From an optimization exercise on the open Yosys and OpenROAD flow, aimed at small area, a short achievable clock period and few clock cycles per item; shortcuts taken in it are not production practice. Function was checked by simulation only, so behaviour that the tests miss may differ from the original.

==> design/flow/design.v <==
package bcpg_pkg;
    localparam int COORD_W       = 16;
    localparam int IDX_W         = 6;
    localparam int STEPS_DEFAULT = 32;
    localparam int PROD_W        = COORD_W + IDX_W + 2;
    typedef struct packed {
        logic signed [COORD_W-1:0] start_x;
        logic signed [COORD_W-1:0] start_y;
        logic signed [COORD_W-1:0] first_ctrl_x;
        logic signed [COORD_W-1:0] first_ctrl_y;
        logic signed [COORD_W-1:0] second_ctrl_x;
        logic signed [COORD_W-1:0] second_ctrl_y;
        logic signed [COORD_W-1:0] end_x;
        logic signed [COORD_W-1:0] end_y;
    } in_t;
    typedef struct packed {
        logic signed [COORD_W-1:0] point_x;
        logic signed [COORD_W-1:0] point_y;
        logic [IDX_W-1:0]          step_index;
        logic                      last;
    } out_t;
    typedef struct packed {
        logic             valid;
        logic [IDX_W-1:0] idx;
        logic             last;
    } issue_t;
endpackage
import bcpg_pkg::*;
module bcpg_eval
#(
    parameter int STEPS = STEPS_DEFAULT
)
(
    input  logic   clk,
    input  logic   rst_n,
    input  bcpg_pkg::in_t    pts,
    input  bcpg_pkg::issue_t issue,
    output logic   adv,
    output logic   out_valid,
    input  logic   out_ready,
    output bcpg_pkg::out_t   out_data
);
    localparam int SH = $clog2(STEPS + 1) - 1;
    function automatic logic signed [COORD_W-1:0] lerp(
        input logic signed [COORD_W-1:0] a,
        input logic signed [COORD_W-1:0] b,
        input logic [IDX_W-1:0]          i,
        input int                        sh
    );
        logic signed [COORD_W:0]   d;
        logic signed [IDX_W:0]     m;
        logic signed [PROD_W-1:0]  p;
        d = $signed({b[COORD_W-1], b}) - $signed({a[COORD_W-1], a});
        m = $signed({1'b0, i});
        p = PROD_W'(d) * PROD_W'(m);
        p = p >>> sh;
        lerp = a + p[COORD_W-1:0];
    endfunction
    logic                      v1_reg, v2_reg, v3_reg;
    logic [IDX_W-1:0]          idx1_reg, idx2_reg;
    logic                      last1_reg, last2_reg;
    logic signed [COORD_W-1:0] qx_reg [3];
    logic signed [COORD_W-1:0] qy_reg [3];
    logic signed [COORD_W-1:0] rx_reg [2];
    logic signed [COORD_W-1:0] ry_reg [2];
    bcpg_pkg::out_t            out_reg;
    logic signed [COORD_W-1:0] qx_next [3];
    logic signed [COORD_W-1:0] qy_next [3];
    logic signed [COORD_W-1:0] rx_next [2];
    logic signed [COORD_W-1:0] ry_next [2];
    bcpg_pkg::out_t            out_next;
    assign adv = !v3_reg || out_ready;
    always_comb
    begin
        qx_next[0] = lerp(pts.start_x,       pts.first_ctrl_x,  issue.idx, SH);
        qx_next[1] = lerp(pts.first_ctrl_x,  pts.second_ctrl_x, issue.idx, SH);
        qx_next[2] = lerp(pts.second_ctrl_x, pts.end_x,         issue.idx, SH);
        qy_next[0] = lerp(pts.start_y,       pts.first_ctrl_y,  issue.idx, SH);
        qy_next[1] = lerp(pts.first_ctrl_y,  pts.second_ctrl_y, issue.idx, SH);
        qy_next[2] = lerp(pts.second_ctrl_y, pts.end_y,         issue.idx, SH);
        rx_next[0] = lerp(qx_reg[0], qx_reg[1], idx1_reg, SH);
        rx_next[1] = lerp(qx_reg[1], qx_reg[2], idx1_reg, SH);
        ry_next[0] = lerp(qy_reg[0], qy_reg[1], idx1_reg, SH);
        ry_next[1] = lerp(qy_reg[1], qy_reg[2], idx1_reg, SH);
        out_next.point_x    = lerp(rx_reg[0], rx_reg[1], idx2_reg, SH);
        out_next.point_y    = lerp(ry_reg[0], ry_reg[1], idx2_reg, SH);
        out_next.step_index = idx2_reg;
        out_next.last       = last2_reg;
    end
    always_ff @(posedge clk or negedge rst_n)
    begin
        if (!rst_n)
        begin
            v1_reg <= 1'b0;
            v2_reg <= 1'b0;
            v3_reg <= 1'b0;
        end
        else if (adv)
        begin
            v1_reg <= issue.valid;
            v2_reg <= v1_reg;
            v3_reg <= v2_reg;
        end
    end
    always_ff @(posedge clk)
    begin
        if (adv)
        begin
            qx_reg[0] <= qx_next[0];
            qx_reg[1] <= qx_next[1];
            qx_reg[2] <= qx_next[2];
            qy_reg[0] <= qy_next[0];
            qy_reg[1] <= qy_next[1];
            qy_reg[2] <= qy_next[2];
            idx1_reg  <= issue.idx;
            last1_reg <= issue.last;
            rx_reg[0] <= rx_next[0];
            rx_reg[1] <= rx_next[1];
            ry_reg[0] <= ry_next[0];
            ry_reg[1] <= ry_next[1];
            idx2_reg  <= idx1_reg;
            last2_reg <= last1_reg;
            out_reg   <= out_next;
        end
    end
    assign out_valid = v3_reg;
    assign out_data  = out_reg;
endmodule
import bcpg_pkg::*;
module cubic_bezier_point_generator
#(
    parameter int STEPS = STEPS_DEFAULT
)
(
    input  logic clk,
    input  logic rst_n,
    input  logic in_valid,
    output logic in_ready,
    input  logic [127:0] in_data,
    output logic out_valid,
    input  logic out_ready,
    output logic [38:0]  out_data
);
    localparam logic [IDX_W-1:0] LAST_IDX = IDX_W'(STEPS - 1);
    logic             busy_reg, busy_next;
    logic [IDX_W-1:0] cnt_reg, cnt_next;
    bcpg_pkg::in_t    pts_reg;
    logic             adv;
    logic             at_last;
    logic             in_take;
    bcpg_pkg::issue_t issue;
    assign at_last  = cnt_reg == LAST_IDX;
    assign in_ready = !busy_reg || (adv && at_last);
    assign in_take  = in_valid && in_ready;
    always_comb
    begin
        issue.valid = busy_reg;
        issue.idx   = cnt_reg;
        issue.last  = at_last;
    end
    always_comb
    begin
        busy_next = busy_reg;
        cnt_next  = cnt_reg;
        if (in_take)
        begin
            busy_next = 1'b1;
            cnt_next  = '0;
        end
        else if (busy_reg && adv)
        begin
            busy_next = !at_last;
            cnt_next  = cnt_reg + 1'b1;
        end
    end
    always_ff @(posedge clk or negedge rst_n)
    begin
        if (!rst_n)
        begin
            busy_reg <= 1'b0;
            cnt_reg  <= '0;
        end
        else
        begin
            busy_reg <= busy_next;
            cnt_reg  <= cnt_next;
        end
    end
    always_ff @(posedge clk)
    begin
        if (in_take)
        begin
            pts_reg <= in_data;
        end
    end
    bcpg_eval #(
        .STEPS (STEPS)
    ) u_eval (
        .clk       (clk),
        .rst_n     (rst_n),
        .pts       (pts_reg),
        .issue     (issue),
        .adv       (adv),
        .out_valid (out_valid),
        .out_ready (out_ready),
        .out_data  (out_data)
    );
endmodule
==> design/flow/run.sh <==
#!/bin/bash
# synth_recipe.tcl (not shown) runs the flow's synth.tcl, then flattens the netlist and writes it again
# the make line also repeats each setting of config.mk as NAME=value (left out here)
make -C /OpenROAD-flow-scripts/flow DESIGN_CONFIG=/design/flow/config.mk WORK_HOME=/design/flow/orfs CLKGATE_MAP_FILE= SYNTH_SCRIPT=/design/flow/synth_recipe.tcl finish
==> design/flow/config.mk <==
export PLATFORM = sky130hd
export DESIGN_NAME = cubic_bezier_point_generator
export DESIGN_NICKNAME = cubic_bezier_point_generator
export VERILOG_FILES = /design/flow/design.v
export SDC_FILE = /design/flow/constraint.sdc
export NUM_CORES = 4
export LEC_CHECK = 0
export CAP_MARGIN = 20
export CORE_MARGIN = 2
export CORE_UTILIZATION = 40
export SLEW_MARGIN = 20
==> design/flow/constraint.sdc <==
create_clock -name core_clock -period 8.0 [get_ports {clk}]
set_input_delay 1.6000 -clock core_clock [delete_from_list [all_inputs] [get_ports {clk}]]
set_output_delay 1.6000 -clock core_clock [all_outputs]
set_load 0.01 [all_outputs]
==> run notes <==
final cells by class:
type | instances | area share
multi-input combinational | 5131 | 0.669
clock inverter | 36 | 0.00525
clock buffer | 58 | 0.0179
sequential | 351 | 0.144
tap | 2072 | 0.0355
timing repair buffer | 554 | 0.0640
inverter | 1242 | 0.0640
repair_timing:
| action | in CTS | in global routing |
|---|---|---|
| pin swaps | 1 | 156 |
| setup endpoints to repair | 6 | 40 |
| buffers inserted | 2 | 63 |
| gates resized for setup | 12 | 273 |
cells in the final DEF (no fill, tap or decap), drive strengths merged, types with 27 or more instances in the layout:
master	synthesis	final
a211oi	27	27
a21o	79	79
a21oi	258	258
a31o	27	27
a31oi	30	30
and2	792	792
and3	36	36
buf	6	382
clkbuf	123	58
clkdlybuf4s50	0	172
edfxtp	341	341
fa	768	768
ha	853	853
inv	1241	1245
nand2	441	441
nand2b	67	67
nand3	65	65
nor2	346	346
nor2b	145	145
nor3	143	143
o21a	80	80
o21ai	138	138
o21bai	55	55
or3	37	37
xnor2	395	395
xor2	117	117
worst max-delay path, delay by kind of cell, from the launching register on:
kind / cells / cell delay [ps]
buffers and inverters: 5 / 410
flip-flops: 1 / 510
XOR/XNOR: 4 / 880
AO/OA/AOI/OAI: 13 / 2300
adder cells (fa/ha/maj): 7 / 2790
AND/OR/NAND/NOR: 6 / 570
per-stage QoR:
step / setup TNS, ps / setup slack [ps] / std cells / utilization / cell area (um^2)
2_1_floorplan: 0 / 329 / 6853 / - / 63300
3_3_place_gp: -93.0 / -68.3 / 9284 / 0.441 / 69600
3_5_place_dp: -371 / -158 / 9284 / 0.441 / 69600
4_1_cts: 0 / 3.77 / 9380 / 0.452 / 71300
5_1_grt: -506 / -91.6 / 9444 / 0.462 / 72900
6_report: 0 / 294 / 9444 / 0.462 / 72900
cells by family after synthesis:
logic type / share of synthesized area
adder cells (fa/ha/maj): 0.411
AND/OR/NAND/NOR: 0.178
flip-flops: 0.166
XOR/XNOR: 0.0740
AO/OA/AOI/OAI: 0.0890
buffers and inverters: 0.0814
multiplexers: 0.000830
final timing paths:
kind	startpoint	end	slack, ps	cells after the start
setup / recovery	u_eval.qy_reg[1][1]	u_eval.ry_reg[1][15]	290	35
hold / removal	u_eval.last2_reg	u_eval.out_reg[0]	450	0
setup reg to reg	u_eval.qy_reg[1][1]	u_eval.ry_reg[1][15]	290	35
hold reg to reg	u_eval.last2_reg	u_eval.out_reg[0]	450	0
max in group asynchronous	rst_n	cnt_reg[0]	6340	1
min in group asynchronous	rst_n	cnt_reg[0]	1280	1
metal layers:
layer,GRT usage,vias up,wire length [um]
li1,-,23100,-
met1,0.245,23100,69900
met2,0.322,567,72200
met3,0.0221,160,5010
met4,0.0421,4,3280
met5,0,-,27
==> impl_metrics.py <==
metrics = {
    "logic_synthesis": {
        "synth-edff-count": 341,
        "synth.most_common_cell": "inv_1",
        "syn_area_mm2": 0.0633,
        "ys_ff_latch": 351,
        "ys_seq_area_frac": 0.166,
        "synth-async-reset-ratio": 0.0285,
        "synth_cells": 6853,
        "yosys_most_used_dff": "edfxtp_1",
        "syn_nets": 8606,
        "yosysTopAreaCellShare": 0.243,
        "synth_commonest_cells": "inv_1 (1241), ha_1 (853), and2_1 (790)",
        "synth_area_leaders": "fa_1 (24%), ha_1 (17%), edfxtp_1 (16%), and2_1 (7.8%), inv_1 (7.4%)",
        "avgSynthCellArea_um2": 9.24,
        "synthDistinctLibCells": 86,
        "yosys.area.top_type": "fa_1",
        "synth_warnings": 10,
    },
    "final_layout": {
        "syn2layout_area_growth_pct": 15.2,
        "multi_input_area_mm2": 0.0488,
        "final.fill_count": 15100,
        "largest_reg_flops": 128,
        "antenna_cells": 0,
        "drive_above_1_share": 0.102,
        "area.sequential_mm2": 0.0105,
        "nNetsFinal": 9084,
    },
    "global_route": {
        "grt_use_total": 0.185,
        "overflow": 0,
        "antenna_found_initial": 5,
        "grt_max_degree": 163,
        "grt_pass1_wl_um": 243000,
        "grt_pass1_vias": 49200,
    },
    "die": {
        "boundaryPins": 173,
        "die-area_mm2": 0.162,
        "die_x_um": 402,
        "rows": 146,
        "die_h_um": 402,
        "core-area_mm2": 0.158,
        "start_util": 0.401,
    },
    "clock_network": {
        "clkSlewWorstSetupHoldPaths_ps": 60,
        "cts_buffers": 51,
        "cts_root_buf": "clkbuf_16",
        "htreeDepth": 2,
        "cts_sinks": 351,
        "cts_tree": "built",
        "holdBufCountCts": 0,
        "clock_latency_ps": 660,
        "cts_buffer_depth": 3,
    },
    "sta": {
        "hold_viol_final": 0,
        "fmax_mhz": 130,
        "min_period_ps": 7710,
        "slew-limit-headroom": 0.306,
        "timing.final.crit_share": 0.963,
        "skew_ps": 35.1,
        "slew_violations": 0,
        "hold_slack_ps": 447,
        "setup_viol": 0,
        "grt_setup_unrepaired": "true",
        "worstMarginPinSlew_ps": 1040,
    },
    "worst_setup_path": {
        "cp_max_fo": 4,
        "crit_type": "flip-flop to flip-flop",
        "crit_path_start_kind": "flip-flop",
        "critPathSlowestCell": "fa_1",
        "slowest_delay_ps": 550,
        "crit_path_end_kind": "flip-flop",
        "crit_top_cell": "o21a_1",
        "required_ps": 8400,
        "crit_arrival_ps": 8110,
    },
    "hold_path": {
        "min_path_type": "flip-flop to flip-flop",
    },
    "run": {
        "drv_cap": 0,
    },
    "status": {
        "outcome": "no timing/DRC/antenna violations",
    },
    "routing": {
        "drc": 0,
        "drt-total-wl_um": 150000,
        "ant_nets": 0,
        "wl_per_cell_um": 15.9,
        "drtIter0Drc": 1758,
        "drt-vias-per-instance": 4.97,
        "vias": 46900,
        "first_pass_iters": 5,
    },
    "placed_design": {
        "numPortBuffers": 172,
        "routabilityCongestion": 0.851,
        "hpwl_um": 125000,
    },
}
Testbench counts, summed over its fixed seeds: cycles 16,416, points 16,384.

## re-timing with driven ports
The results above use ideal ports. As a check the final layout listed here was re-extracted and re-timed, cells and wires unchanged. Step 1, drivers: a clkbuf_16 drives clk and a buf_2 each remaining input, both assumed. Step 2, shift: input delay + t, output delay - t, t = (earliest + latest rising clock arrival at the registers) / 2. This alone moves slack from input paths to output paths. Slacks: no drivers / after step 1 / after step 2; pairs: no drivers / after step 1.
t, ns: 0.716
slack for setup (ns): 0.294 / 0.294 / 0.294
worst setup path at the end: register to register
worst register clock-pin slew, ns: 0.06 / 0.06
worst slew at a driven data input, ns: 0.10
After both steps setup and hold are still met in this run. For this run, drivers alone change the setup slack by 0.000 ns; drivers and shift together by 0.000 ns.
